Context: an optimization exercise on an open-source flow, tuned for small area, a short achievable clock period and few clock cycles per item. The choices shown serve that exercise and are no tape-out recipe.
At most, simulation tests tie the RTL to the original design; equivalence was not proved.
No functional check of the RTL was part of run 2.
Power is estimated from default activity; no workload was simulated.

## flow/design.v (module list and top-level ports; edited modules follow where they fit)
// module csa_fa: 10 lines
// module conv_pe_top: 1968 lines
module conv_pe_top (
    input  logic        clk,
    input  logic        rst,
    input  logic        wght_valid_i,
    input  logic [63:0] wght_i,
    output logic        wght_ready_o,
    input  logic        act_valid_i,
    input  logic [63:0] act_i,
    output logic        act_ready_o,
    output logic [23:0] result_o,
    output logic        result_valid_o
);
  // ...
==> flow/run.sh <==
#!/bin/bash
# synth_recipe.tcl (not shown) runs the flow's synth.tcl, then flattens the netlist and writes it again
# the make line also repeats each setting of config.mk as NAME=value (left out here)
make -C /OpenROAD-flow-scripts/flow DESIGN_CONFIG=/design/flow/config.mk WORK_HOME=/design/flow/orfs CLKGATE_MAP_FILE= SYNTH_SCRIPT=/design/flow/synth_recipe.tcl finish
==> flow/config.mk <==
export PLATFORM = sky130hd
export DESIGN_NAME = conv_pe_top
export DESIGN_NICKNAME = conv_pe_top
export VERILOG_FILES = /design/flow/design.v
export SDC_FILE = /design/flow/constraint.sdc
export NUM_CORES = 4
export LEC_CHECK = 0
export CAP_MARGIN = 20
export CORE_MARGIN = 2
export CORE_UTILIZATION = 65
export CTS_CLUSTER_DIAMETER = 120
export CTS_CLUSTER_SIZE = 20
export SETUP_SLACK_MARGIN = 2.8
export SLEW_MARGIN = 20
export SYNTH_HIERARCHICAL = 1
export SYNTH_MINIMUM_KEEP_SIZE = 0
==> flow/constraint.sdc <==
create_clock -name core_clock -period 5.0 [get_ports {clk}]
set_input_delay 1.0000 -clock core_clock [delete_from_list [all_inputs] [get_ports {clk}]]
set_output_delay 1.0000 -clock core_clock [all_outputs]
set_load 0.01 [all_outputs]
==> metrics.cfg, run 1 <==
[global_routing]
grt_pass1_vias=20215
antenna_found_initial=2
grt_pass1_wl_mm=121

[logic_synthesis]
synthCells=2535
synth_area_leaders=dfxtp_1 (56%), fa_1 (29%), nand2_1 (4.8%)
yosys-top-cells-count=dfxtp_1 (1001), fa_1 (520), nand2_1 (457), clkbuf_1 (127), and2_1 (80)
seq_area_frac_synth=0.561
synth_fa_ha_area_frac=0.301

[setup_path]
cp.required_ps=5500

[finish]
reg_top3=wring (576), r1 (164), aq (64)
largest_reg_flops=576
multi_input_gates=1338
num_antenna_cells=1
clock_buffer_count=58

[clock_tree]
cts_num_sinks=1001
h-tree-depth=2
insertion_delay_ps=650

[power_and_ir_drop]
p_seq_w=0.0114
clk-power_w=0.00449

[route]
wl_per_cell_um=24.0
drc=0
vias=18268

[run_status]
run_status=complete, no violations

[timing]
slew_headroom=0.504

[die]
die_y_um=238
core_mm2=0.0540

Testbench counts, summed over its fixed seeds: cycles 8,884, windows 900.
==> inputs of run 2 (changes only) <==
--- a/flow/design.v
+++ b/flow/design.v
@@ -78,8 +78,8 @@
     logic [22:0] acc_s;
     logic [22:0] acc_c;
     logic [163:0] r1;
-    logic [58:0] r2;
-    logic [28:0] r3;
+    logic [52:0] r2;
+    logic [27:0] r3;
     logic fs0;
     logic fc0;
     logic fs1;
@@ -1002,8 +1002,8 @@
     logic fc459;
     logic fs460;
     logic fc460;
-    logic hs461;
-    logic hc461;
+    logic fs461;
+    logic fc461;
     logic fs462;
     logic fc462;
     logic fs463;
@@ -1016,24 +1016,24 @@
     logic fc466;
     logic fs467;
     logic fc467;
-    logic fs468;
-    logic fc468;
-    logic hs469;
-    logic hc469;
+    logic hs468;
+    logic hc468;
+    logic fs469;
+    logic fc469;
     logic fs470;
     logic fc470;
     logic fs471;
     logic fc471;
     logic fs472;
     logic fc472;
-    logic hs473;
-    logic hc473;
+    logic fs473;
+    logic fc473;
     logic fs474;
     logic fc474;
     logic fs475;
     logic fc475;
-    logic fs476;
-    logic fc476;
+    logic hs476;
+    logic hc476;
     logic fs477;
     logic fc477;
     logic fs478;
@@ -1128,12 +1128,10 @@
     logic fc522;
     logic fs523;
     logic fc523;
-    assign hs461 = ~(fc457 ^ fs460);
-    assign hc461 = fc457 | fs460;
-    assign hs469 = ~(fc464 ^ fs468);
-    assign hc469 = fc464 | fs468;
-    assign hs473 = ~(fc468 ^ fs472);
-    assign hc473 = fc468 | fs472;
+    assign hs468 = ~(fc464 ^ fs467);
+    assign hc468 = fc464 | fs467;
+    assign hs476 = ~(fc471 ^ fs475);
+    assign hc476 = fc471 | fs475;
     assign hs494 = ~(fc491 ^ fs493);
     assign hc494 = fc491 | fs493;
     assign hs498 = ~(fc495 ^ fs497);
@@ -1181,8 +1179,8 @@
     csa_fa u_fa38 (.a(fc18), .b(fs25), .c(fs26), .s(fs38), .co(fc38));
     csa_fa u_fa39 (.a(fs27), .b(fs28), .c(fs29), .s(fs39), .co(fc39));
     csa_fa u_fa40 (.a(fs30), .b(fs31), .c(fs32), .s(fs40), .co(fc40));
-    csa_fa u_fa41 (.a(fs33), .b(fs34), .c(fs35), .s(fs41), .co(fc41));
-    csa_fa u_fa42 (.a(fc19), .b(fc20), .c(fc21), .s(fs42), .co(fc42));
+    csa_fa u_fa41 (.a(fs33), .b(fs34), .c(fc19), .s(fs41), .co(fc41));
+    csa_fa u_fa42 (.a(fs35), .b(fc20), .c(fc21), .s(fs42), .co(fc42));
     csa_fa u_fa43 (.a(fc22), .b(fs36), .c(fs37), .s(fs43), .co(fc43));
     csa_fa u_fa44 (.a(fs38), .b(fs39), .c(fs40), .s(fs44), .co(fc44));
     csa_fa u_fa45 (.a(~(aq[4] & wr[0])), .b(~(aq[3] & wr[1])), .c(~(aq[2] & wr[2])), .s(fs45), .co(fc45));
@@ -1271,8 +1269,8 @@
     csa_fa u_fa128 (.a(fs110), .b(fs111), .c(fs112), .s(fs128), .co(fc128));
     csa_fa u_fa129 (.a(fs113), .b(fs114), .c(fs115), .s(fs129), .co(fc129));
     csa_fa u_fa130 (.a(fs116), .b(fs117), .c(fs118), .s(fs130), .co(fc130));
-    csa_fa u_fa131 (.a(fs119), .b(fc86), .c(fc87), .s(fs131), .co(fc131));
-    csa_fa u_fa132 (.a(fc88), .b(fc89), .c(fc90), .s(fs132), .co(fc132));
+    csa_fa u_fa131 (.a(fc86), .b(fc87), .c(fc88), .s(fs131), .co(fc131));
+    csa_fa u_fa132 (.a(fc89), .b(fs119), .c(fc90), .s(fs132), .co(fc132));
     csa_fa u_fa133 (.a(fc91), .b(fc92), .c(fc93), .s(fs133), .co(fc133));
     csa_fa u_fa134 (.a(fc94), .b(fs120), .c(fs121), .s(fs134), .co(fc134));
     csa_fa u_fa135 (.a(fs122), .b(fs123), .c(fs124), .s(fs135), .co(fc135));
@@ -1351,9 +1349,9 @@
     csa_fa u_fa208 (.a(fs187), .b(fs188), .c(fs189), .s(fs208), .co(fc208));
     csa_fa u_fa209 (.a(fs190), .b(fs191), .c(fs192), .s(fs209), .co(fc209));
     csa_fa u_fa210 (.a(fs193), .b(fs194), .c(fs195), .s(fs210), .co(fc210));
-    csa_fa u_fa211 (.a(fs196), .b(fs197), .c(fs198), .s(fs211), .co(fc211));
-    csa_fa u_fa212 (.a(fc159), .b(fc160), .c(fc161), .s(fs212), .co(fc212));
-    csa_fa u_fa213 (.a(fc162), .b(fc163), .c(fc164), .s(fs213), .co(fc213));
+    csa_fa u_fa211 (.a(fs196), .b(fs197), .c(fc159), .s(fs211), .co(fc211));
+    csa_fa u_fa212 (.a(fc160), .b(fc161), .c(fc162), .s(fs212), .co(fc212));
+    csa_fa u_fa213 (.a(fc163), .b(fc164), .c(fs198), .s(fs213), .co(fc213));
     csa_fa u_fa214 (.a(fc165), .b(fc166), .c(fc167), .s(fs214), .co(fc214));
     csa_fa u_fa215 (.a(fc168), .b(fc169), .c(fc170), .s(fs215), .co(fc215));
     csa_fa u_fa216 (.a(fc171), .b(fs199), .c(fs200), .s(fs216), .co(fc216));
@@ -1443,9 +1441,9 @@
     csa_fa u_fa300 (.a(fs285), .b(fs286), .c(fs287), .s(fs300), .co(fc300));
     csa_fa u_fa301 (.a(fs288), .b(fs289), .c(fs290), .s(fs301), .co(fc301));
     csa_fa u_fa302 (.a(fs291), .b(fs292), .c(fs293), .s(fs302), .co(fc302));
-    csa_fa u_fa303 (.a(fs294), .b(fs295), .c(fc268), .s(fs303), .co(fc303));
-    csa_fa u_fa304 (.a(fc269), .b(fc270), .c(fc271), .s(fs304), .co(fc304));
-    csa_fa u_fa305 (.a(fc272), .b(fc273), .c(fc274), .s(fs305), .co(fc305));
+    csa_fa u_fa303 (.a(fs294), .b(fc268), .c(fc269), .s(fs303), .co(fc303));
+    csa_fa u_fa304 (.a(fc270), .b(fc271), .c(fc272), .s(fs304), .co(fc304));
+    csa_fa u_fa305 (.a(fs295), .b(fc273), .c(fc274), .s(fs305), .co(fc305));
     csa_fa u_fa306 (.a(fc275), .b(fc276), .c(fc277), .s(fs306), .co(fc306));
     csa_fa u_fa307 (.a(fs296), .b(fs297), .c(fs298), .s(fs307), .co(fc307));
     csa_fa u_fa308 (.a(fs299), .b(fs300), .c(fs301), .s(fs308), .co(fc308));
@@ -1485,8 +1483,8 @@
     csa_fa u_fa342 (.a((aq[55] & wr[55])), .b((aq[63] & wr[63])), .c(fc327), .s(fs342), .co(fc342));
     csa_fa u_fa343 (.a(fc328), .b(fc329), .c(fc330), .s(fs343), .co(fc343));
     csa_fa u_fa344 (.a(fc331), .b(fs340), .c(fs341), .s(fs344), .co(fc344));
-    csa_fa u_fa345 (.a(fs342), .b(fc332), .c(fc333), .s(fs345), .co(fc345));
-    csa_fa u_fa346 (.a(fc334), .b(fc335), .c(fs343), .s(fs346), .co(fc346));
+    csa_fa u_fa345 (.a(fc332), .b(fc333), .c(fc334), .s(fs345), .co(fc345));
+    csa_fa u_fa346 (.a(fs342), .b(fc335), .c(fs343), .s(fs346), .co(fc346));
     csa_fa u_fa347 (.a(fc340), .b(fc341), .c(fc342), .s(fs347), .co(fc347));
     csa_fa u_fa348 (.a(r1[2]), .b(r1[3]), .c(r1[4]), .s(fs348), .co(fc348));
     csa_fa u_fa349 (.a(r1[5]), .b(r1[6]), .c(r1[7]), .s(fs349), .co(fc349));
@@ -1505,8 +1503,8 @@
     csa_fa u_fa362 (.a(r1[31]), .b(r1[32]), .c(r1[33]), .s(fs362), .co(fc362));
     csa_fa u_fa363 (.a(r1[34]), .b(r1[35]), .c(fc354), .s(fs363), .co(fc363));
     csa_fa u_fa364 (.a(fc355), .b(fc356), .c(fs360), .s(fs364), .co(fc364));
-    csa_fa u_fa365 (.a(fs361), .b(fs362), .c(fs363), .s(fs365), .co(fc365));
-    csa_fa u_fa366 (.a(fc357), .b(fc358), .c(fs364), .s(fs366), .co(fc366));
+    csa_fa u_fa365 (.a(fs361), .b(fs362), .c(fc357), .s(fs365), .co(fc365));
+    csa_fa u_fa366 (.a(fs363), .b(fc358), .c(fs364), .s(fs366), .co(fc366));
     csa_fa u_fa367 (.a(r1[36]), .b(r1[37]), .c(r1[38]), .s(fs367), .co(fc367));
     csa_fa u_fa368 (.a(r1[39]), .b(r1[40]), .c(r1[41]), .s(fs368), .co(fc368));
     csa_fa u_fa369 (.a(r1[42]), .b(r1[43]), .c(r1[44]), .s(fs369), .co(fc369));
@@ -1515,144 +1513,145 @@
     csa_fa u_fa372 (.a(fc362), .b(fs367), .c(fs368), .s(fs372), .co(fc372));
     csa_fa u_fa373 (.a(fs369), .b(fs370), .c(fc363), .s(fs373), .co(fc373));
     csa_fa u_fa374 (.a(fc364), .b(fs371), .c(fs372), .s(fs374), .co(fc374));
-    csa_fa u_fa375 (.a(r1[49]), .b(r1[50]), .c(r1[51]), .s(fs375), .co(fc375));
-    csa_fa u_fa376 (.a(r1[52]), .b(r1[53]), .c(r1[54]), .s(fs376), .co(fc376));
-    csa_fa u_fa377 (.a(r1[55]), .b(r1[56]), .c(r1[57]), .s(fs377), .co(fc377));
-    csa_fa u_fa378 (.a(r1[58]), .b(r1[59]), .c(r1[60]), .s(fs378), .co(fc378));
-    csa_fa u_fa379 (.a(r1[61]), .b(r1[62]), .c(r1[63]), .s(fs379), .co(fc379));
-    csa_fa u_fa380 (.a(r1[64]), .b(r1[65]), .c(fc367), .s(fs380), .co(fc380));
-    csa_fa u_fa381 (.a(fc368), .b(fc369), .c(fc370), .s(fs381), .co(fc381));
-    csa_fa u_fa382 (.a(fs375), .b(fs376), .c(fs377), .s(fs382), .co(fc382));
-    csa_fa u_fa383 (.a(fs378), .b(fs379), .c(fs380), .s(fs383), .co(fc383));
-    csa_fa u_fa384 (.a(fc371), .b(fc372), .c(fs381), .s(fs384), .co(fc384));
-    csa_fa u_fa385 (.a(r1[66]), .b(r1[67]), .c(r1[68]), .s(fs385), .co(fc385));
-    csa_fa u_fa386 (.a(r1[69]), .b(r1[70]), .c(r1[71]), .s(fs386), .co(fc386));
-    csa_fa u_fa387 (.a(r1[72]), .b(r1[73]), .c(r1[74]), .s(fs387), .co(fc387));
-    csa_fa u_fa388 (.a(r1[75]), .b(r1[76]), .c(r1[77]), .s(fs388), .co(fc388));
-    csa_fa u_fa389 (.a(r1[78]), .b(r1[79]), .c(r1[80]), .s(fs389), .co(fc389));
-    csa_fa u_fa390 (.a(r1[81]), .b(r1[82]), .c(r1[83]), .s(fs390), .co(fc390));
-    csa_fa u_fa391 (.a(fc375), .b(fc376), .c(fc377), .s(fs391), .co(fc391));
-    csa_fa u_fa392 (.a(fc378), .b(fc379), .c(fs385), .s(fs392), .co(fc392));
-    csa_fa u_fa393 (.a(fs386), .b(fs387), .c(fs388), .s(fs393), .co(fc393));
-    csa_fa u_fa394 (.a(fs389), .b(fs390), .c(fc380), .s(fs394), .co(fc394));
-    csa_fa u_fa395 (.a(fc381), .b(fc382), .c(fs391), .s(fs395), .co(fc395));
-    csa_fa u_fa396 (.a(fs392), .b(fs393), .c(fc383), .s(fs396), .co(fc396));
-    csa_fa u_fa397 (.a(r1[84]), .b(r1[85]), .c(r1[86]), .s(fs397), .co(fc397));
-    csa_fa u_fa398 (.a(r1[87]), .b(r1[88]), .c(r1[89]), .s(fs398), .co(fc398));
-    csa_fa u_fa399 (.a(r1[90]), .b(r1[91]), .c(r1[92]), .s(fs399), .co(fc399));
-    csa_fa u_fa400 (.a(r1[93]), .b(r1[94]), .c(r1[95]), .s(fs400), .co(fc400));
-    csa_fa u_fa401 (.a(r1[96]), .b(r1[97]), .c(r1[98]), .s(fs401), .co(fc401));
-    csa_fa u_fa402 (.a(r1[99]), .b(r1[100]), .c(r1[101]), .s(fs402), .co(fc402));
-    csa_fa u_fa403 (.a(fc385), .b(fc386), .c(fc387), .s(fs403), .co(fc403));
-    csa_fa u_fa404 (.a(fc388), .b(fc389), .c(fc390), .s(fs404), .co(fc404));
-    csa_fa u_fa405 (.a(fs397), .b(fs398), .c(fs399), .s(fs405), .co(fc405));
-    csa_fa u_fa406 (.a(fs400), .b(fs401), .c(fs402), .s(fs406), .co(fc406));
-    csa_fa u_fa407 (.a(fc391), .b(fc392), .c(fc393), .s(fs407), .co(fc407));
-    csa_fa u_fa408 (.a(fs403), .b(fs404), .c(fs405), .s(fs408), .co(fc408));
-    csa_fa u_fa409 (.a(r1[102]), .b(r1[103]), .c(r1[104]), .s(fs409), .co(fc409));
-    csa_fa u_fa410 (.a(r1[105]), .b(r1[106]), .c(r1[107]), .s(fs410), .co(fc410));
-    csa_fa u_fa411 (.a(r1[108]), .b(r1[109]), .c(r1[110]), .s(fs411), .co(fc411));
-    csa_fa u_fa412 (.a(r1[111]), .b(r1[112]), .c(r1[113]), .s(fs412), .co(fc412));
-    csa_fa u_fa413 (.a(r1[114]), .b(r1[115]), .c(r1[116]), .s(fs413), .co(fc413));
-    csa_fa u_fa414 (.a(fc397), .b(fc398), .c(fc399), .s(fs414), .co(fc414));
-    csa_fa u_fa415 (.a(fc400), .b(fc401), .c(fc402), .s(fs415), .co(fc415));
-    csa_fa u_fa416 (.a(fs409), .b(fs410), .c(fs411), .s(fs416), .co(fc416));
-    csa_fa u_fa417 (.a(fs412), .b(fs413), .c(fc403), .s(fs417), .co(fc417));
-    csa_fa u_fa418 (.a(fc404), .b(fc405), .c(fc406), .s(fs418), .co(fc418));
-    csa_fa u_fa419 (.a(fs414), .b(fs415), .c(fs416), .s(fs419), .co(fc419));
-    csa_fa u_fa420 (.a(r1[117]), .b(r1[118]), .c(r1[119]), .s(fs420), .co(fc420));
-    csa_fa u_fa421 (.a(r1[120]), .b(r1[121]), .c(r1[122]), .s(fs421), .co(fc421));
-    csa_fa u_fa422 (.a(r1[123]), .b(r1[124]), .c(r1[125]), .s(fs422), .co(fc422));
-    csa_fa u_fa423 (.a(r1[126]), .b(r1[127]), .c(r1[128]), .s(fs423), .co(fc423));
-    csa_fa u_fa424 (.a(r1[129]), .b(r1[130]), .c(fc409), .s(fs424), .co(fc424));
-    csa_fa u_fa425 (.a(fc410), .b(fc411), .c(fc412), .s(fs425), .co(fc425));
-    csa_fa u_fa426 (.a(fc413), .b(fs420), .c(fs421), .s(fs426), .co(fc426));
-    csa_fa u_fa427 (.a(fs422), .b(fs423), .c(fs424), .s(fs427), .co(fc427));
-    csa_fa u_fa428 (.a(fc414), .b(fc415), .c(fc416), .s(fs428), .co(fc428));
-    csa_fa u_fa429 (.a(fs425), .b(fs426), .c(fs427), .s(fs429), .co(fc429));
-    csa_fa u_fa430 (.a(r1[131]), .b(r1[132]), .c(r1[133]), .s(fs430), .co(fc430));
-    csa_fa u_fa431 (.a(r1[134]), .b(r1[135]), .c(r1[136]), .s(fs431), .co(fc431));
-    csa_fa u_fa432 (.a(r1[137]), .b(r1[138]), .c(r1[139]), .s(fs432), .co(fc432));
-    csa_fa u_fa433 (.a(r1[140]), .b(r1[141]), .c(r1[142]), .s(fs433), .co(fc433));
-    csa_fa u_fa434 (.a(fc420), .b(fc421), .c(fc422), .s(fs434), .co(fc434));
-    csa_fa u_fa435 (.a(fc423), .b(fs430), .c(fs431), .s(fs435), .co(fc435));
-    csa_fa u_fa436 (.a(fs432), .b(fs433), .c(fc424), .s(fs436), .co(fc436));
-    csa_fa u_fa437 (.a(fc425), .b(fc426), .c(fs434), .s(fs437), .co(fc437));
-    csa_fa u_fa438 (.a(r1[143]), .b(r1[144]), .c(r1[145]), .s(fs438), .co(fc438));
-    csa_fa u_fa439 (.a(r1[146]), .b(r1[147]), .c(r1[148]), .s(fs439), .co(fc439));
-    csa_fa u_fa440 (.a(r1[149]), .b(r1[150]), .c(fc430), .s(fs440), .co(fc440));
-    csa_fa u_fa441 (.a(fc431), .b(fc432), .c(fc433), .s(fs441), .co(fc441));
-    csa_fa u_fa442 (.a(fs438), .b(fs439), .c(fs440), .s(fs442), .co(fc442));
-    csa_fa u_fa443 (.a(fc434), .b(fc435), .c(fs441), .s(fs443), .co(fc443));
-    csa_fa u_fa444 (.a(r1[151]), .b(r1[152]), .c(r1[153]), .s(fs444), .co(fc444));
-    csa_fa u_fa445 (.a(r1[154]), .b(r1[155]), .c(r1[156]), .s(fs445), .co(fc445));
-    csa_fa u_fa446 (.a(r1[157]), .b(fc438), .c(fc439), .s(fs446), .co(fc446));
-    csa_fa u_fa447 (.a(fs444), .b(fs445), .c(fc440), .s(fs447), .co(fc447));
-    csa_fa u_fa448 (.a(fc441), .b(fs446), .c(fc442), .s(fs448), .co(fc448));
-    csa_fa u_fa449 (.a(r1[158]), .b(r1[159]), .c(r1[160]), .s(fs449), .co(fc449));
-    csa_fa u_fa450 (.a(r1[161]), .b(r1[162]), .c(fc444), .s(fs450), .co(fc450));
-    csa_fa u_fa451 (.a(fc445), .b(fs449), .c(fs450), .s(fs451), .co(fc451));
-    csa_fa u_fa452 (.a(r1[163]), .b(fc449), .c(fc450), .s(fs452), .co(fc452));
-    csa_fa u_fa453 (.a(r2[7]), .b(r2[8]), .c(r2[9]), .s(fs453), .co(fc453));
-    csa_fa u_fa454 (.a(r2[10]), .b(r2[11]), .c(r2[12]), .s(fs454), .co(fc454));
-    csa_fa u_fa455 (.a(r2[13]), .b(fc453), .c(fs454), .s(fs455), .co(fc455));
-    csa_fa u_fa456 (.a(r2[14]), .b(r2[15]), .c(r2[16]), .s(fs456), .co(fc456));
-    csa_fa u_fa457 (.a(r2[17]), .b(r2[18]), .c(fc454), .s(fs457), .co(fc457));
-    csa_fa u_fa458 (.a(fs456), .b(fs457), .c(fc455), .s(fs458), .co(fc458));
-    csa_fa u_fa459 (.a(r2[19]), .b(r2[20]), .c(r2[21]), .s(fs459), .co(fc459));
-    csa_fa u_fa460 (.a(r2[22]), .b(fc456), .c(fs459), .s(fs460), .co(fc460));
-    csa_fa u_fa462 (.a(r2[23]), .b(r2[24]), .c(r2[25]), .s(fs462), .co(fc462));
-    csa_fa u_fa463 (.a(r2[26]), .b(r2[27]), .c(r2[28]), .s(fs463), .co(fc463));
-    csa_fa u_fa464 (.a(fc459), .b(fs462), .c(fs463), .s(fs464), .co(fc464));
-    csa_fa u_fa465 (.a(fc460), .b(fs464), .c(hc461), .s(fs465), .co(fc465));
-    csa_fa u_fa466 (.a(r2[29]), .b(r2[30]), .c(r2[31]), .s(fs466), .co(fc466));
-    csa_fa u_fa467 (.a(r2[32]), .b(r2[33]), .c(fc462), .s(fs467), .co(fc467));
-    csa_fa u_fa468 (.a(fc463), .b(fs466), .c(fs467), .s(fs468), .co(fc468));
-    csa_fa u_fa470 (.a(r2[34]), .b(r2[35]), .c(r2[36]), .s(fs470), .co(fc470));
-    csa_fa u_fa471 (.a(r2[37]), .b(r2[38]), .c(fc466), .s(fs471), .co(fc471));
-    csa_fa u_fa472 (.a(fs470), .b(fc467), .c(fs471), .s(fs472), .co(fc472));
-    csa_fa u_fa474 (.a(r2[39]), .b(r2[40]), .c(r2[41]), .s(fs474), .co(fc474));
-    csa_fa u_fa475 (.a(r2[42]), .b(r2[43]), .c(r2[44]), .s(fs475), .co(fc475));
-    csa_fa u_fa476 (.a(fc470), .b(fs474), .c(fs475), .s(fs476), .co(fc476));
-    csa_fa u_fa477 (.a(fc471), .b(fs476), .c(fc472), .s(fs477), .co(fc477));
-    csa_fa u_fa478 (.a(r2[45]), .b(r2[46]), .c(r2[47]), .s(fs478), .co(fc478));
-    csa_fa u_fa479 (.a(r2[48]), .b(fc474), .c(fc475), .s(fs479), .co(fc479));
-    csa_fa u_fa480 (.a(fs478), .b(fc476), .c(fs479), .s(fs480), .co(fc480));
-    csa_fa u_fa481 (.a(r2[49]), .b(r2[50]), .c(r2[51]), .s(fs481), .co(fc481));
-    csa_fa u_fa482 (.a(fc478), .b(fs481), .c(fc479), .s(fs482), .co(fc482));
-    csa_fa u_fa483 (.a(r2[52]), .b(r2[53]), .c(r2[54]), .s(fs483), .co(fc483));
-    csa_fa u_fa484 (.a(r2[55]), .b(fc481), .c(fs483), .s(fs484), .co(fc484));
-    csa_fa u_fa485 (.a(r2[56]), .b(r2[57]), .c(fc483), .s(fs485), .co(fc485));
+    csa_fa u_fa375 (.a(fc365), .b(fs373), .c(fc366), .s(fs375), .co(fc375));
+    csa_fa u_fa376 (.a(r1[49]), .b(r1[50]), .c(r1[51]), .s(fs376), .co(fc376));
+    csa_fa u_fa377 (.a(r1[52]), .b(r1[53]), .c(r1[54]), .s(fs377), .co(fc377));
+    csa_fa u_fa378 (.a(r1[55]), .b(r1[56]), .c(r1[57]), .s(fs378), .co(fc378));
+    csa_fa u_fa379 (.a(r1[58]), .b(r1[59]), .c(r1[60]), .s(fs379), .co(fc379));
+    csa_fa u_fa380 (.a(r1[61]), .b(r1[62]), .c(r1[63]), .s(fs380), .co(fc380));
+    csa_fa u_fa381 (.a(r1[64]), .b(r1[65]), .c(fc367), .s(fs381), .co(fc381));
+    csa_fa u_fa382 (.a(fc368), .b(fc369), .c(fc370), .s(fs382), .co(fc382));
+    csa_fa u_fa383 (.a(fs376), .b(fs377), .c(fs378), .s(fs383), .co(fc383));
+    csa_fa u_fa384 (.a(fs379), .b(fs380), .c(fc371), .s(fs384), .co(fc384));
+    csa_fa u_fa385 (.a(fs381), .b(fc372), .c(fs382), .s(fs385), .co(fc385));
+    csa_fa u_fa386 (.a(fs383), .b(fc373), .c(fs384), .s(fs386), .co(fc386));
+    csa_fa u_fa387 (.a(r1[66]), .b(r1[67]), .c(r1[68]), .s(fs387), .co(fc387));
+    csa_fa u_fa388 (.a(r1[69]), .b(r1[70]), .c(r1[71]), .s(fs388), .co(fc388));
+    csa_fa u_fa389 (.a(r1[72]), .b(r1[73]), .c(r1[74]), .s(fs389), .co(fc389));
+    csa_fa u_fa390 (.a(r1[75]), .b(r1[76]), .c(r1[77]), .s(fs390), .co(fc390));
+    csa_fa u_fa391 (.a(r1[78]), .b(r1[79]), .c(r1[80]), .s(fs391), .co(fc391));
+    csa_fa u_fa392 (.a(r1[81]), .b(r1[82]), .c(r1[83]), .s(fs392), .co(fc392));
+    csa_fa u_fa393 (.a(fc376), .b(fc377), .c(fc378), .s(fs393), .co(fc393));
+    csa_fa u_fa394 (.a(fc379), .b(fc380), .c(fs387), .s(fs394), .co(fc394));
+    csa_fa u_fa395 (.a(fs388), .b(fs389), .c(fs390), .s(fs395), .co(fc395));
+    csa_fa u_fa396 (.a(fs391), .b(fs392), .c(fc381), .s(fs396), .co(fc396));
+    csa_fa u_fa397 (.a(fc382), .b(fc383), .c(fs393), .s(fs397), .co(fc397));
+    csa_fa u_fa398 (.a(fs394), .b(fs395), .c(fc384), .s(fs398), .co(fc398));
+    csa_fa u_fa399 (.a(r1[84]), .b(r1[85]), .c(r1[86]), .s(fs399), .co(fc399));
+    csa_fa u_fa400 (.a(r1[87]), .b(r1[88]), .c(r1[89]), .s(fs400), .co(fc400));
+    csa_fa u_fa401 (.a(r1[90]), .b(r1[91]), .c(r1[92]), .s(fs401), .co(fc401));
+    csa_fa u_fa402 (.a(r1[93]), .b(r1[94]), .c(r1[95]), .s(fs402), .co(fc402));
+    csa_fa u_fa403 (.a(r1[96]), .b(r1[97]), .c(r1[98]), .s(fs403), .co(fc403));
+    csa_fa u_fa404 (.a(r1[99]), .b(r1[100]), .c(r1[101]), .s(fs404), .co(fc404));
+    csa_fa u_fa405 (.a(fc387), .b(fc388), .c(fc389), .s(fs405), .co(fc405));
+    csa_fa u_fa406 (.a(fc390), .b(fc391), .c(fc392), .s(fs406), .co(fc406));
+    csa_fa u_fa407 (.a(fs399), .b(fs400), .c(fs401), .s(fs407), .co(fc407));
+    csa_fa u_fa408 (.a(fs402), .b(fs403), .c(fs404), .s(fs408), .co(fc408));
+    csa_fa u_fa409 (.a(fc393), .b(fc394), .c(fc395), .s(fs409), .co(fc409));
+    csa_fa u_fa410 (.a(fs405), .b(fs406), .c(fs407), .s(fs410), .co(fc410));
+    csa_fa u_fa411 (.a(fs408), .b(fc396), .c(fc397), .s(fs411), .co(fc411));
+    csa_fa u_fa412 (.a(r1[102]), .b(r1[103]), .c(r1[104]), .s(fs412), .co(fc412));
+    csa_fa u_fa413 (.a(r1[105]), .b(r1[106]), .c(r1[107]), .s(fs413), .co(fc413));
+    csa_fa u_fa414 (.a(r1[108]), .b(r1[109]), .c(r1[110]), .s(fs414), .co(fc414));
+    csa_fa u_fa415 (.a(r1[111]), .b(r1[112]), .c(r1[113]), .s(fs415), .co(fc415));
+    csa_fa u_fa416 (.a(r1[114]), .b(r1[115]), .c(r1[116]), .s(fs416), .co(fc416));
+    csa_fa u_fa417 (.a(fc399), .b(fc400), .c(fc401), .s(fs417), .co(fc417));
+    csa_fa u_fa418 (.a(fc402), .b(fc403), .c(fc404), .s(fs418), .co(fc418));
+    csa_fa u_fa419 (.a(fs412), .b(fs413), .c(fs414), .s(fs419), .co(fc419));
+    csa_fa u_fa420 (.a(fs415), .b(fs416), .c(fc405), .s(fs420), .co(fc420));
+    csa_fa u_fa421 (.a(fc406), .b(fc407), .c(fc408), .s(fs421), .co(fc421));
+    csa_fa u_fa422 (.a(fs417), .b(fs418), .c(fs419), .s(fs422), .co(fc422));
+    csa_fa u_fa423 (.a(r1[117]), .b(r1[118]), .c(r1[119]), .s(fs423), .co(fc423));
+    csa_fa u_fa424 (.a(r1[120]), .b(r1[121]), .c(r1[122]), .s(fs424), .co(fc424));
+    csa_fa u_fa425 (.a(r1[123]), .b(r1[124]), .c(r1[125]), .s(fs425), .co(fc425));
+    csa_fa u_fa426 (.a(r1[126]), .b(r1[127]), .c(r1[128]), .s(fs426), .co(fc426));
+    csa_fa u_fa427 (.a(r1[129]), .b(r1[130]), .c(fc412), .s(fs427), .co(fc427));
+    csa_fa u_fa428 (.a(fc413), .b(fc414), .c(fc415), .s(fs428), .co(fc428));
+    csa_fa u_fa429 (.a(fc416), .b(fs423), .c(fs424), .s(fs429), .co(fc429));
+    csa_fa u_fa430 (.a(fs425), .b(fs426), .c(fc417), .s(fs430), .co(fc430));
+    csa_fa u_fa431 (.a(fc418), .b(fs427), .c(fc419), .s(fs431), .co(fc431));
+    csa_fa u_fa432 (.a(fs428), .b(fs429), .c(fc420), .s(fs432), .co(fc432));
+    csa_fa u_fa433 (.a(r1[131]), .b(r1[132]), .c(r1[133]), .s(fs433), .co(fc433));
+    csa_fa u_fa434 (.a(r1[134]), .b(r1[135]), .c(r1[136]), .s(fs434), .co(fc434));
+    csa_fa u_fa435 (.a(r1[137]), .b(r1[138]), .c(r1[139]), .s(fs435), .co(fc435));
+    csa_fa u_fa436 (.a(r1[140]), .b(r1[141]), .c(r1[142]), .s(fs436), .co(fc436));
+    csa_fa u_fa437 (.a(fc423), .b(fc424), .c(fc425), .s(fs437), .co(fc437));
+    csa_fa u_fa438 (.a(fc426), .b(fs433), .c(fs434), .s(fs438), .co(fc438));
+    csa_fa u_fa439 (.a(fs435), .b(fs436), .c(fc427), .s(fs439), .co(fc439));
+    csa_fa u_fa440 (.a(fc428), .b(fc429), .c(fs437), .s(fs440), .co(fc440));
+    csa_fa u_fa441 (.a(fs438), .b(fc430), .c(fs439), .s(fs441), .co(fc441));
+    csa_fa u_fa442 (.a(r1[143]), .b(r1[144]), .c(r1[145]), .s(fs442), .co(fc442));
+    csa_fa u_fa443 (.a(r1[146]), .b(r1[147]), .c(r1[148]), .s(fs443), .co(fc443));
+    csa_fa u_fa444 (.a(r1[149]), .b(r1[150]), .c(fc433), .s(fs444), .co(fc444));
+    csa_fa u_fa445 (.a(fc434), .b(fc435), .c(fc436), .s(fs445), .co(fc445));
+    csa_fa u_fa446 (.a(fs442), .b(fs443), .c(fc437), .s(fs446), .co(fc446));
+    csa_fa u_fa447 (.a(fs444), .b(fc438), .c(fs445), .s(fs447), .co(fc447));
+    csa_fa u_fa448 (.a(fc439), .b(fs446), .c(fc440), .s(fs448), .co(fc448));
+    csa_fa u_fa449 (.a(r1[151]), .b(r1[152]), .c(r1[153]), .s(fs449), .co(fc449));
+    csa_fa u_fa450 (.a(r1[154]), .b(r1[155]), .c(r1[156]), .s(fs450), .co(fc450));
+    csa_fa u_fa451 (.a(r1[157]), .b(fc442), .c(fc443), .s(fs451), .co(fc451));
+    csa_fa u_fa452 (.a(fs449), .b(fs450), .c(fc444), .s(fs452), .co(fc452));
+    csa_fa u_fa453 (.a(fc445), .b(fs451), .c(fc446), .s(fs453), .co(fc453));
+    csa_fa u_fa454 (.a(r1[158]), .b(r1[159]), .c(r1[160]), .s(fs454), .co(fc454));
+    csa_fa u_fa455 (.a(r1[161]), .b(r1[162]), .c(fc449), .s(fs455), .co(fc455));
+    csa_fa u_fa456 (.a(fc450), .b(fs454), .c(fc451), .s(fs456), .co(fc456));
+    csa_fa u_fa457 (.a(fs455), .b(fc452), .c(fs456), .s(fs457), .co(fc457));
+    csa_fa u_fa458 (.a(r1[163]), .b(fc454), .c(fc455), .s(fs458), .co(fc458));
+    csa_fa u_fa459 (.a(r2[7]), .b(r2[8]), .c(r2[9]), .s(fs459), .co(fc459));
+    csa_fa u_fa460 (.a(r2[10]), .b(r2[11]), .c(fc459), .s(fs460), .co(fc460));
+    csa_fa u_fa461 (.a(r2[12]), .b(r2[13]), .c(r2[14]), .s(fs461), .co(fc461));
+    csa_fa u_fa462 (.a(r2[15]), .b(fs461), .c(fc460), .s(fs462), .co(fc462));
+    csa_fa u_fa463 (.a(r2[16]), .b(r2[17]), .c(r2[18]), .s(fs463), .co(fc463));
+    csa_fa u_fa464 (.a(r2[19]), .b(r2[20]), .c(fc461), .s(fs464), .co(fc464));
+    csa_fa u_fa465 (.a(fs463), .b(fs464), .c(fc462), .s(fs465), .co(fc465));
+    csa_fa u_fa466 (.a(r2[21]), .b(r2[22]), .c(r2[23]), .s(fs466), .co(fc466));
+    csa_fa u_fa467 (.a(r2[24]), .b(fc463), .c(fs466), .s(fs467), .co(fc467));
+    csa_fa u_fa469 (.a(r2[25]), .b(r2[26]), .c(r2[27]), .s(fs469), .co(fc469));
+    csa_fa u_fa470 (.a(r2[28]), .b(r2[29]), .c(r2[30]), .s(fs470), .co(fc470));
+    csa_fa u_fa471 (.a(fc466), .b(fs469), .c(fs470), .s(fs471), .co(fc471));
+    csa_fa u_fa472 (.a(fc467), .b(fs471), .c(hc468), .s(fs472), .co(fc472));
+    csa_fa u_fa473 (.a(r2[31]), .b(r2[32]), .c(r2[33]), .s(fs473), .co(fc473));
+    csa_fa u_fa474 (.a(r2[34]), .b(r2[35]), .c(fc469), .s(fs474), .co(fc474));
+    csa_fa u_fa475 (.a(fc470), .b(fs473), .c(fs474), .s(fs475), .co(fc475));
+    csa_fa u_fa477 (.a(r2[36]), .b(r2[37]), .c(r2[38]), .s(fs477), .co(fc477));
+    csa_fa u_fa478 (.a(r2[39]), .b(fc473), .c(fs477), .s(fs478), .co(fc478));
+    csa_fa u_fa479 (.a(fc474), .b(fs478), .c(fc475), .s(fs479), .co(fc479));
+    csa_fa u_fa480 (.a(r2[40]), .b(r2[41]), .c(r2[42]), .s(fs480), .co(fc480));
+    csa_fa u_fa481 (.a(fc477), .b(fs480), .c(fc478), .s(fs481), .co(fc481));
+    csa_fa u_fa482 (.a(r2[43]), .b(r2[44]), .c(r2[45]), .s(fs482), .co(fc482));
+    csa_fa u_fa483 (.a(r2[46]), .b(fc480), .c(fs482), .s(fs483), .co(fc483));
+    csa_fa u_fa484 (.a(r2[47]), .b(r2[48]), .c(fc482), .s(fs484), .co(fc484));
+    csa_fa u_fa485 (.a(r2[49]), .b(r2[50]), .c(r2[51]), .s(fs485), .co(fc485));
     csa_fa u_fa486 (.a((r3[0] | ~vld)), .b((r3[1] | ~vld)), .c((acc_s[0] | fst)), .s(fs486), .co(fc486));
     csa_fa u_fa487 (.a((r3[2] | ~vld)), .b((acc_s[1] | fst)), .c((acc_c[1] | fst)), .s(fs487), .co(fc487));
     csa_fa u_fa488 (.a((r3[3] | ~vld)), .b((acc_s[2] | fst)), .c((acc_c[2] | fst)), .s(fs488), .co(fc488));
     csa_fa u_fa489 (.a((r3[4] | ~vld)), .b((r3[5] | ~vld)), .c((acc_s[3] | fst)), .s(fs489), .co(fc489));
-    csa_fa u_fa490 (.a((acc_c[3] | fst)), .b(fs489), .c(fc488), .s(fs490), .co(fc490));
+    csa_fa u_fa490 (.a((acc_c[3] | fst)), .b(fc488), .c(fs489), .s(fs490), .co(fc490));
     csa_fa u_fa491 (.a((r3[6] | ~vld)), .b((acc_s[4] | fst)), .c((acc_c[4] | fst)), .s(fs491), .co(fc491));
     csa_fa u_fa492 (.a(fc489), .b(fs491), .c(fc490), .s(fs492), .co(fc492));
     csa_fa u_fa493 (.a((r3[7] | ~vld)), .b((acc_s[5] | fst)), .c((acc_c[5] | fst)), .s(fs493), .co(fc493));
     csa_fa u_fa495 (.a((r3[8] | ~vld)), .b((acc_s[6] | fst)), .c((acc_c[6] | fst)), .s(fs495), .co(fc495));
     csa_fa u_fa496 (.a(fc493), .b(fs495), .c(hc494), .s(fs496), .co(fc496));
     csa_fa u_fa497 (.a((r3[9] | ~vld)), .b((acc_s[7] | fst)), .c((acc_c[7] | fst)), .s(fs497), .co(fc497));
-    csa_fa u_fa499 (.a((r3[10] | ~vld)), .b((r3[11] | ~vld)), .c((acc_s[8] | fst)), .s(fs499), .co(fc499));
-    csa_fa u_fa500 (.a((acc_c[8] | fst)), .b(fs499), .c(fc497), .s(fs500), .co(fc500));
-    csa_fa u_fa501 (.a((r3[12] | ~vld)), .b((acc_s[9] | fst)), .c((acc_c[9] | fst)), .s(fs501), .co(fc501));
-    csa_fa u_fa502 (.a(fc499), .b(fs501), .c(fc500), .s(fs502), .co(fc502));
-    csa_fa u_fa503 (.a((r3[13] | ~vld)), .b((r3[14] | ~vld)), .c((acc_s[10] & ~fst)), .s(fs503), .co(fc503));
-    csa_fa u_fa504 (.a((acc_c[10] | fst)), .b(fs503), .c(fc501), .s(fs504), .co(fc504));
-    csa_fa u_fa505 (.a((r3[15] | ~vld)), .b((r3[16] | ~vld)), .c((acc_s[11] | fst)), .s(fs505), .co(fc505));
+    csa_fa u_fa499 (.a((r3[10] | ~vld)), .b((acc_s[8] | fst)), .c((acc_c[8] | fst)), .s(fs499), .co(fc499));
+    csa_fa u_fa500 (.a(fc497), .b(fs499), .c(hc498), .s(fs500), .co(fc500));
+    csa_fa u_fa501 (.a((r3[11] | ~vld)), .b((r3[12] | ~vld)), .c((acc_s[9] | fst)), .s(fs501), .co(fc501));
+    csa_fa u_fa502 (.a((acc_c[9] | fst)), .b(fc499), .c(fs501), .s(fs502), .co(fc502));
+    csa_fa u_fa503 (.a((r3[13] | ~vld)), .b((acc_s[10] & ~fst)), .c((acc_c[10] | fst)), .s(fs503), .co(fc503));
+    csa_fa u_fa504 (.a(fc501), .b(fs503), .c(fc502), .s(fs504), .co(fc504));
+    csa_fa u_fa505 (.a((r3[14] | ~vld)), .b((r3[15] | ~vld)), .c((acc_s[11] | fst)), .s(fs505), .co(fc505));
     csa_fa u_fa506 (.a((acc_c[11] | fst)), .b(fc503), .c(fs505), .s(fs506), .co(fc506));
-    csa_fa u_fa507 (.a((r3[17] | ~vld)), .b((r3[18] | ~vld)), .c((acc_s[12] | fst)), .s(fs507), .co(fc507));
+    csa_fa u_fa507 (.a((r3[16] | ~vld)), .b((r3[17] | ~vld)), .c((acc_s[12] | fst)), .s(fs507), .co(fc507));
     csa_fa u_fa508 (.a((acc_c[12] | fst)), .b(fc505), .c(fs507), .s(fs508), .co(fc508));
-    csa_fa u_fa509 (.a((r3[19] | ~vld)), .b((r3[20] | ~vld)), .c((acc_s[13] & ~fst)), .s(fs509), .co(fc509));
+    csa_fa u_fa509 (.a((r3[18] | ~vld)), .b((r3[19] | ~vld)), .c((acc_s[13] & ~fst)), .s(fs509), .co(fc509));
     csa_fa u_fa510 (.a((acc_c[13] | fst)), .b(fc507), .c(fs509), .s(fs510), .co(fc510));
-    csa_fa u_fa511 (.a((r3[21] | ~vld)), .b((r3[22] | ~vld)), .c((acc_s[14] | fst)), .s(fs511), .co(fc511));
+    csa_fa u_fa511 (.a((r3[20] | ~vld)), .b((r3[21] | ~vld)), .c((acc_s[14] | fst)), .s(fs511), .co(fc511));
     csa_fa u_fa512 (.a((acc_c[14] | fst)), .b(fc509), .c(fs511), .s(fs512), .co(fc512));
-    csa_fa u_fa513 (.a((r3[23] | ~vld)), .b((r3[24] | ~vld)), .c((acc_s[15] | fst)), .s(fs513), .co(fc513));
+    csa_fa u_fa513 (.a((r3[22] | ~vld)), .b((r3[23] | ~vld)), .c((acc_s[15] | fst)), .s(fs513), .co(fc513));
     csa_fa u_fa514 (.a((acc_c[15] | fst)), .b(fc511), .c(fs513), .s(fs514), .co(fc514));
-    csa_fa u_fa515 (.a((r3[25] | ~vld)), .b((r3[26] | ~vld)), .c((acc_s[16] | fst)), .s(fs515), .co(fc515));
+    csa_fa u_fa515 (.a((r3[24] | ~vld)), .b((r3[25] | ~vld)), .c((acc_s[16] | fst)), .s(fs515), .co(fc515));
     csa_fa u_fa516 (.a((acc_c[16] | fst)), .b(fc513), .c(fs515), .s(fs516), .co(fc516));
-    csa_fa u_fa517 (.a((r3[27] | ~vld)), .b((r3[28] | ~vld)), .c((acc_s[17] | fst)), .s(fs517), .co(fc517));
+    csa_fa u_fa517 (.a((r3[26] | ~vld)), .b((r3[27] | ~vld)), .c((acc_s[17] | fst)), .s(fs517), .co(fc517));
     csa_fa u_fa518 (.a((acc_c[17] | fst)), .b(fc515), .c(fs517), .s(fs518), .co(fc518));
     csa_fa u_fa519 (.a((acc_s[18] & ~fst)), .b((acc_c[18] | fst)), .c(fc517), .s(fs519), .co(fc519));
     csa_fa u_fa520 (.a((acc_s[19] & ~fst)), .b((acc_c[19] | fst)), .c(fc519), .s(fs520), .co(fc520));
@@ -1679,18 +1678,18 @@
         r1[17] <= fc41;
         r1[18] <= fc42;
         r1[19] <= fc43;
-        r1[20] <= fc44;
-        r1[21] <= fs66;
+        r1[20] <= fs66;
+        r1[21] <= fc44;
         r1[22] <= fs67;
         r1[23] <= fs68;
         r1[24] <= fs69;
         r1[25] <= fs94;
-        r1[26] <= fs95;
-        r1[27] <= fc66;
+        r1[26] <= fc66;
+        r1[27] <= fs95;
         r1[28] <= fc67;
         r1[29] <= fc68;
-        r1[30] <= fc69;
-        r1[31] <= fs96;
+        r1[30] <= fs96;
+        r1[31] <= fc69;
         r1[32] <= fs97;
         r1[33] <= fs98;
         r1[34] <= fs99;
@@ -1699,10 +1698,10 @@
         r1[37] <= fc96;
         r1[38] <= fc97;
         r1[39] <= fc98;
-        r1[40] <= fc99;
-        r1[41] <= fc100;
-        r1[42] <= fs131;
-        r1[43] <= fs132;
+        r1[40] <= fs131;
+        r1[41] <= fs132;
+        r1[42] <= fc99;
+        r1[43] <= fc100;
         r1[44] <= fs133;
         r1[45] <= fs134;
         r1[46] <= fs135;
@@ -1710,15 +1709,15 @@
         r1[48] <= fs137;
         r1[49] <= fs170;
         r1[50] <= fs171;
-        r1[51] <= fs172;
-        r1[52] <= fc131;
-        r1[53] <= fc132;
+        r1[51] <= fc131;
+        r1[52] <= fc132;
+        r1[53] <= fs172;
         r1[54] <= fc133;
         r1[55] <= fc134;
         r1[56] <= fc135;
-        r1[57] <= fc136;
-        r1[58] <= fc137;
-        r1[59] <= fs173;
+        r1[57] <= fs173;
+        r1[58] <= fc136;
+        r1[59] <= fc137;
         r1[60] <= fs174;
         r1[61] <= fs175;
         r1[62] <= fs176;
@@ -1726,17 +1725,17 @@
         r1[64] <= fs178;
         r1[65] <= fs179;
         r1[66] <= fs210;
-        r1[67] <= fs211;
-        r1[68] <= fc172;
-        r1[69] <= fc173;
+        r1[67] <= fc172;
+        r1[68] <= fc173;
+        r1[69] <= fs211;
         r1[70] <= fc174;
         r1[71] <= fc175;
         r1[72] <= fc176;
         r1[73] <= fc177;
-        r1[74] <= fc178;
-        r1[75] <= fc179;
-        r1[76] <= fs212;
-        r1[77] <= fs213;
+        r1[74] <= fs212;
+        r1[75] <= fs213;
+        r1[76] <= fc178;
+        r1[77] <= fc179;
         r1[78] <= fs214;
         r1[79] <= fs215;
         r1[80] <= fs216;
@@ -1745,17 +1744,17 @@
         r1[83] <= fs219;
         r1[84] <= fs246;
         r1[85] <= fc211;
-        r1[86] <= fs247;
-        r1[87] <= fc212;
-        r1[88] <= fc213;
+        r1[86] <= fc212;
+        r1[87] <= fc213;
+        r1[88] <= fs247;
         r1[89] <= fc214;
         r1[90] <= fc215;
         r1[91] <= fc216;
         r1[92] <= fc217;
-        r1[93] <= fc218;
-        r1[94] <= fc219;
-        r1[95] <= fs248;
-        r1[96] <= fs249;
+        r1[93] <= fs248;
+        r1[94] <= fs249;
+        r1[95] <= fc218;
+        r1[96] <= fc219;
         r1[97] <= fs250;
         r1[98] <= fs251;
         r1[99] <= fs252;
@@ -1767,26 +1766,26 @@
         r1[105] <= fc250;
         r1[106] <= fc251;
         r1[107] <= fc252;
-        r1[108] <= fc253;
-        r1[109] <= fc254;
-        r1[110] <= fs278;
-        r1[111] <= fs279;
+        r1[108] <= fs278;
+        r1[109] <= fs279;
+        r1[110] <= fc253;
+        r1[111] <= fc254;
         r1[112] <= fs280;
         r1[113] <= fs281;
         r1[114] <= fs282;
         r1[115] <= fs283;
         r1[116] <= fs284;
         r1[117] <= fs302;
-        r1[118] <= fs303;
-        r1[119] <= fc278;
-        r1[120] <= fc279;
-        r1[121] <= fc280;
-        r1[122] <= fc281;
-        r1[123] <= fc282;
-        r1[124] <= fc283;
-        r1[125] <= fc284;
-        r1[126] <= fs304;
-        r1[127] <= fs305;
+        r1[118] <= fc278;
+        r1[119] <= fc279;
+        r1[120] <= fc280;
+        r1[121] <= fc281;
+        r1[122] <= fc282;
+        r1[123] <= fs303;
+        r1[124] <= fs304;
+        r1[125] <= fc283;
+        r1[126] <= fs305;
+        r1[127] <= fc284;
         r1[128] <= fs306;
         r1[129] <= fs307;
         r1[130] <= fs308;
@@ -1797,25 +1796,25 @@
         r1[135] <= fc305;
         r1[136] <= fc306;
         r1[137] <= fc307;
-        r1[138] <= fc308;
-        r1[139] <= fs323;
-        r1[140] <= fs324;
+        r1[138] <= fs323;
+        r1[139] <= fs324;
+        r1[140] <= fc308;
         r1[141] <= fs325;
         r1[142] <= fs326;
-        r1[143] <= fs336;
-        r1[144] <= fc323;
+        r1[143] <= fc323;
+        r1[144] <= fs336;
         r1[145] <= fc324;
         r1[146] <= fc325;
-        r1[147] <= fc326;
-        r1[148] <= fs337;
+        r1[147] <= fs337;
+        r1[148] <= fc326;
         r1[149] <= fs338;
         r1[150] <= fs339;
         r1[151] <= fs344;
         r1[152] <= fc336;
         r1[153] <= fc337;
         r1[154] <= fc338;
-        r1[155] <= fc339;
-        r1[156] <= fs345;
+        r1[155] <= fs345;
+        r1[156] <= fc339;
         r1[157] <= fs346;
         r1[158] <= fc343;
         r1[159] <= fc344;
@@ -1835,55 +1834,49 @@
         r2[7] <= fs365;
         r2[8] <= fc359;
         r2[9] <= fs366;
-        r2[10] <= fc365;
-        r2[11] <= fs373;
-        r2[12] <= fc366;
-        r2[13] <= fs374;
-        r2[14] <= fs382;
-        r2[15] <= fc373;
-        r2[16] <= fs383;
-        r2[17] <= fc374;
-        r2[18] <= fs384;
-        r2[19] <= fs394;
-        r2[20] <= fc384;
-        r2[21] <= fs395;
-        r2[22] <= fs396;
-        r2[23] <= fs406;
-        r2[24] <= fc394;
-        r2[25] <= fc395;
-        r2[26] <= fs407;
-        r2[27] <= fc396;
-        r2[28] <= fs408;
-        r2[29] <= fs417;
-        r2[30] <= fc407;
-        r2[31] <= fc408;
-        r2[32] <= fs418;
-        r2[33] <= fs419;
-        r2[34] <= fc417;
-        r2[35] <= fc418;
-        r2[36] <= fc419;
-        r2[37] <= fs428;
-        r2[38] <= fs429;
-        r2[39] <= fs435;
-        r2[40] <= fc427;
-        r2[41] <= fs436;
-        r2[42] <= fc428;
-        r2[43] <= fc429;
-        r2[44] <= fs437;
-        r2[45] <= fc436;
-        r2[46] <= fs442;
-        r2[47] <= fc437;
-        r2[48] <= fs443;
-        r2[49] <= fs447;
-        r2[50] <= fc443;
-        r2[51] <= fs448;
-        r2[52] <= fc446;
-        r2[53] <= fc447;
-        r2[54] <= fc448;
-        r2[55] <= fs451;
-        r2[56] <= fc451;
-        r2[57] <= fs452;
-        r2[58] <= fc452;
+        r2[10] <= fs374;
+        r2[11] <= fs375;
+        r2[12] <= fc374;
+        r2[13] <= fs385;
+        r2[14] <= fc375;
+        r2[15] <= fs386;
+        r2[16] <= fs396;
+        r2[17] <= fc385;
+        r2[18] <= fs397;
+        r2[19] <= fc386;
+        r2[20] <= fs398;
+        r2[21] <= fs409;
+        r2[22] <= fs410;
+        r2[23] <= fc398;
+        r2[24] <= fs411;
+        r2[25] <= fs420;
+        r2[26] <= fc409;
+        r2[27] <= fc410;
+        r2[28] <= fs421;
+        r2[29] <= fc411;
+        r2[30] <= fs422;
+        r2[31] <= fs430;
+        r2[32] <= fc421;
+        r2[33] <= fs431;
+        r2[34] <= fc422;
+        r2[35] <= fs432;
+        r2[36] <= fc431;
+        r2[37] <= fs440;
+        r2[38] <= fc432;
+        r2[39] <= fs441;
+        r2[40] <= fs447;
+        r2[41] <= fc441;
+        r2[42] <= fs448;
+        r2[43] <= fs452;
+        r2[44] <= fc447;
+        r2[45] <= fc448;
+        r2[46] <= fs453;
+        r2[47] <= fc453;
+        r2[48] <= fs457;
+        r2[49] <= fc456;
+        r2[50] <= fc457;
+        r2[51] <= fs458;
+        r2[52] <= fc458;
     end
     always_ff @(posedge clk) begin
         r3[0] <= r2[0];
@@ -1893,28 +1886,27 @@
         r3[4] <= r2[4];
         r3[5] <= r2[5];
         r3[6] <= r2[6];
-        r3[7] <= fs453;
-        r3[8] <= fs455;
-        r3[9] <= fs458;
-        r3[10] <= fc458;
-        r3[11] <= hs461;
-        r3[12] <= fs465;
-        r3[13] <= fc465;
-        r3[14] <= hs469;
-        r3[15] <= hc469;
-        r3[16] <= hs473;
-        r3[17] <= hc473;
-        r3[18] <= fs477;
-        r3[19] <= fc477;
-        r3[20] <= fs480;
-        r3[21] <= fc480;
-        r3[22] <= fs482;
-        r3[23] <= fc482;
-        r3[24] <= fs484;
-        r3[25] <= fc484;
-        r3[26] <= fs485;
-        r3[27] <= r2[58];
-        r3[28] <= fc485;
+        r3[7] <= fs459;
+        r3[8] <= fs460;
+        r3[9] <= fs462;
+        r3[10] <= fs465;
+        r3[11] <= fc465;
+        r3[12] <= hs468;
+        r3[13] <= fs472;
+        r3[14] <= fc472;
+        r3[15] <= hs476;
+        r3[16] <= hc476;
+        r3[17] <= fs479;
+        r3[18] <= fc479;
+        r3[19] <= fs481;
+        r3[20] <= fc481;
+        r3[21] <= fs483;
+        r3[22] <= fc483;
+        r3[23] <= fs484;
+        r3[24] <= fc484;
+        r3[25] <= fs485;
+        r3[26] <= r2[52];
+        r3[27] <= fc485;
     end
     always_ff @(posedge clk) begin
         acc_s[0] <= fs486;
@@ -1933,12 +1925,12 @@
         acc_c[6] <= 1'b1;
         acc_s[7] <= fc496;
         acc_c[7] <= hs498;
-        acc_s[8] <= hc498;
-        acc_c[8] <= fs500;
-        acc_s[9] <= fs502;
-        acc_c[9] <= 1'b1;
-        acc_s[10] <= fc502;
-        acc_c[10] <= fs504;
+        acc_s[8] <= fs500;
+        acc_c[8] <= 1'b1;
+        acc_s[9] <= fc500;
+        acc_c[9] <= fs502;
+        acc_s[10] <= fs504;
+        acc_c[10] <= 1'b1;
         acc_s[11] <= fc504;
         acc_c[11] <= fs506;
         acc_s[12] <= fc506;
--- a/flow/config.mk
+++ b/flow/config.mk
@@ -8,8 +8,8 @@
 export CAP_MARGIN = 20
 export CORE_MARGIN = 2
 export CORE_UTILIZATION = 65
-export CTS_CLUSTER_DIAMETER = 120
-export CTS_CLUSTER_SIZE = 20
+export CTS_CLUSTER_DIAMETER = 140
+export CTS_CLUSTER_SIZE = 25
 export SETUP_SLACK_MARGIN = 2.8
 export SLEW_MARGIN = 20
 export SYNTH_HIERARCHICAL = 1
==> run 2 against run 1 <==
Via count is 0.34% lower. Die area is 0.54% lower. Setup slack worse by 29 ps. Hold slack better by 13 ps. Synthesized cell count is 0.79% lower. Final cell count hardly changed. Sequential power hardly changed. Routed wire length is 1.3% lower. Fmax is 1.3% lower. Non-clock buffer count is 27 higher. Combinational power is 7.0% higher. Critical endpoint is now r1[47]. Largest cell class unchanged. Largest power group unchanged.
==> metrics.cfg, run 2 <==
[finish]
final_common_cell=dfxtp_1  ; unchanged
largest_register=wring  ; unchanged
nets=3328  ; was 3330
largest_reg_flops=576  ; unchanged
synthToLayoutAreaGrowth_pct=13.0  ; was 12.2%
drive_gt1_frac=0.200  ; was 0.161
fin_area_mm2=0.0401  ; about the same
layout_common_cells=dfxtp_1 (845), nand2_1 (437), fa_1 (388)  ; was dfxtp_1 (865), fa_1 (457), nand2_1 (450)
reg_top3=wring (576), r1 (164), aq (64)  ; unchanged

[setup_path]
endpoint_kind=flop  ; unchanged
critical_path_depth=4  ; unchanged
crit_fanout=8  ; was 9
reg2regPathDepth=4  ; unchanged
cp_top_family=adder cells  ; unchanged
startpoint_type=flop  ; unchanged
regToRegStartpoint=aq[18]  ; was wring[8][10]
worstSetupPathType=reg2reg  ; unchanged
path_common_cell=fa_1  ; unchanged
max_stage_delay_ps=620  ; was 640 ps
cp.required_ps=5490  ; was 5500 ps
cpMaxStageDelayCell=fa_2  ; was fa_1
arrival_ps=2790  ; was 2770 ps
cp_num_buf_inv=0  ; unchanged
timing.rr.end=r1[47]  ; was r1[64]
cp_cell_sequence=nand2_1 > fa_1 > fa_2 > fa_1  ; was nand2_1 > fa_1 > fa_1 > fa_1
reg2reg_setup_slack_ps=2700  ; was 2730 ps
crit_start=aq[18]  ; was wring[8][10]

[route]
dr.pass1.iters=5  ; unchanged
viasPerCell=5.43  ; was 5.45
wl_per_cell_um=23.7  ; was 24.0 µm
antenna_left=0  ; unchanged
vias=18205  ; was 18268
wl_mm=79.4  ; was 80.4 mm
dr.first_iter.drc_count=1617  ; was 1466
drc=0  ; unchanged

[min_path]
holdPathStages=0  ; unchanged
hold_class=reg2reg  ; unchanged
hp-start=wring[2][30]  ; was wring[7][23]
min_to=wring[1][30]  ; was wring[6][23]

[placement]
placed_cell_area_mm2=0.0375  ; was 0.0376 mm²
dp_hpwl_mm=60.2  ; about the same
place_congestion=0.991  ; was 0.938
portBuffers=156  ; unchanged
post-place-ws_ps=2420  ; was 2070 ps

[timing]
hold_violations=0  ; unchanged
slew_headroom=0.656  ; was 0.504
whs_ps=312  ; was 299 ps
setup_ws_ps=2700  ; was 2730 ps
finClkSkew_ps=42.2  ; was 32.1 ps
grt_setup_unrepaired=true  ; unchanged
fmax_mhz=434  ; was 440 MHz
finalCritPeriodShare=0.460  ; was 0.455
drv_slew=0  ; unchanged
fin_tns_setup_ps=0  ; unchanged
finalCriticalPeriod_ps=2300  ; was 2270 ps
worst_pin_slew_ps=515  ; was 744 ps
setup_viol=0  ; unchanged

[clock_tree]
cts_inserted_buffers=45  ; was 56
cts_num_sinks=993  ; was 1001
clk_pin_slew_worst_paths_ps=110  ; about the same
h-tree-depth=2  ; unchanged
clockBufferDepth=3  ; unchanged
cts_tree=built  ; unchanged
insertion_delay_ps=640  ; was 650 ps
cts_root_buf=clkbuf_16  ; unchanged

[run]
drv_cap=0  ; unchanged

[global_routing]
antenna_found_initial=4  ; was 2
grt_pass1_wl_mm=119  ; was 121 mm
track_usage=0.290  ; was 0.293
grt_pass1_vias=19536  ; was 20215
grt-ovfl-total=0  ; unchanged
grt_start_max_net_pins=65  ; unchanged

[die]
ios=159  ; unchanged
die_area_mm2=0.0565  ; was 0.0568 mm²
die_w_um=238  ; about the same
num_rows=85  ; unchanged
core_mm2=0.0539  ; was 0.0540 mm²
die_y_um=238  ; about the same
start_util=0.658  ; was 0.661

[logic_synthesis]
yosysMostFrequentCell=dfxtp_1  ; unchanged
synth-async-reset-ratio=0  ; unchanged
ys_types=39  ; was 38
synth-seq-cells=993  ; was 1001
yosysTopAreaCell=dfxtp_1  ; unchanged
synth-edff-count=0  ; unchanged
synth_top_area_share=0.560  ; was 0.561
synth_area_leaders=dfxtp_1 (56%), fa_1 (29%), nand2_1 (4.9%)  ; was dfxtp_1 (56%), fa_1 (29%), nand2_1 (4.8%)
ys.flop_type=dfxtp_1  ; unchanged
syn-cell-area_mm2=0.0355  ; was 0.0357 mm²
synthCells=2515  ; was 2535
seq_area_frac_synth=0.560  ; was 0.561
ys_warn_count=8  ; unchanged
avgSynthCellArea_um2=14.1  ; about the same
yosys-top-cells-count=dfxtp_1 (993), fa_1 (521), nand2_1 (459), clkbuf_1 (125), and2_1 (80)  ; was dfxtp_1 (1001), fa_1 (520), nand2_1 (457), clkbuf_1 (127), and2_1 (80)

[power_and_ir_drop]
ir_worst_vdd_uv=449  ; was 394 µV
p_leak_nw=15.5  ; was 15.6 nW
power_w=0.0240  ; was 0.0241 W
powerDensity_mw_per_mm2=599  ; was 600 mW/mm²

[run_status]
run_status=complete, no violations  ; unchanged

==> run 2: cell type report <==
cell class / instances / area (µm²)
flip-flops and latches: 993 / 20400
fillers: 3467 / 13800
repair buffers: 216 / 2140
well taps: 696 / 871
multi-input cells: 1336 / 15300
diodes: 2 / 5.00
clock buffers: 46 / 1150
inverters: 58 / 218
clock inverters: 3 / 45.0
==> run 2: cells by family after synthesis <==
logic type / share of synthesized area
buffers and inverters: 0.0213
AOI/OAI and AO/OA: 0.00543
xor gates and xnor gates: 0.00786
muxes: 0.0203
DFF: 0.560
other: 0.000212
adders and majority gates: 0.303
and+or+nand+nor: 0.0823
==> run 2: repair_timing <==
action | 4_1_cts | 5_1_grt
gates cloned | 0 | 1
setup buffers | 42 | 14
pin swaps | 66 | 73
hold buffers | 0 | 0
resized for setup | 393 | 131
endpoints found under the setup margin | 192 | 101
==> run 2: modules after synthesis, one instance, submodules excluded <==
module,cells,copies in the design,flops+latches,area (µm²)
conv_pe_top,1996,1,993,25100
csa_fa,1,519,0,20.0
==> run 2: worst max path at each step <==
| stage | endpoint | slack, ps |
|---|---|---|
| 5_1_grt | r1[34] | 2690 |
| 2_1_floorplan | acc_s[10] | 2730 |
| 6_report | r1[47] | 2700 |
| 4_1_cts | r1[150] | 2740 |
| 3_3_place_gp | r1[116] | 2430 |
| 3_5_place_dp | r1[116] | 2420 |
==> run 2: power breakdown <==
part	internal (W)	switching, W	leakage [nW]
combinational	0.00424	0.00447	6.47
clock	0.00167	0.00233	0.588
sequential	0.0101	0.00119	8.40
total	0.0160	0.00800	15.5
==> run 2: layer usage <==
metal / GRT usage / up-vias / part of all wire
met2: 0.462 / 931 / 0.46
met3: 0.0605 / 220 / 0.088
met5: 0 / - / 0.00016
li1: - / 7784 / -
met1: 0.404 / 9268 / 0.41
met4: 0.0978 / 2 / 0.041
==> run 2: stage by stage <==
step	util	std cells
2_1_floorplan	-	2523
3_3_place_gp	0.695	3242
3_5_place_dp	0.695	3242
4_1_cts	0.736	3333
5_1_grt	0.744	3348
6_report	0.744	3350

[re-timing with driven ports]
In the flow no input, the clock included, has a driving cell. The finished layouts below were timed again as built, in two steps. Step 1 assumes that a clkbuf_16 drives the clock port and a buf_2 every other input. Step 2 times the ports against the registers' clock, not the clock port: input delays grow and output delays shrink by t, the midpoint of the rising clock arrivals with the driver on. Slacks: ideal / step 1 / step 2; pairs: ideal / step 1.
| run | t, ns | setup WS [ns] | slew at the worst register clock pin (ns) | worst data-port slew with drivers (ns) | pins driven straight from the clock port |
|---|---|---|---|---|---|
| run 1 | 0.695 | 2.727 / 2.727 / 2.237 | 0.11 / 0.11 | 0.05 | 1 |
| run 2 | 0.681 | 2.698 / 2.698 / 2.391 | 0.11 / 0.11 | 0.05 | 1 |
After both steps setup and hold are still met in every run listed. For run 1, which loses most, drivers alone change the setup slack by 0.000 ns; drivers and shift together by -0.490 ns.
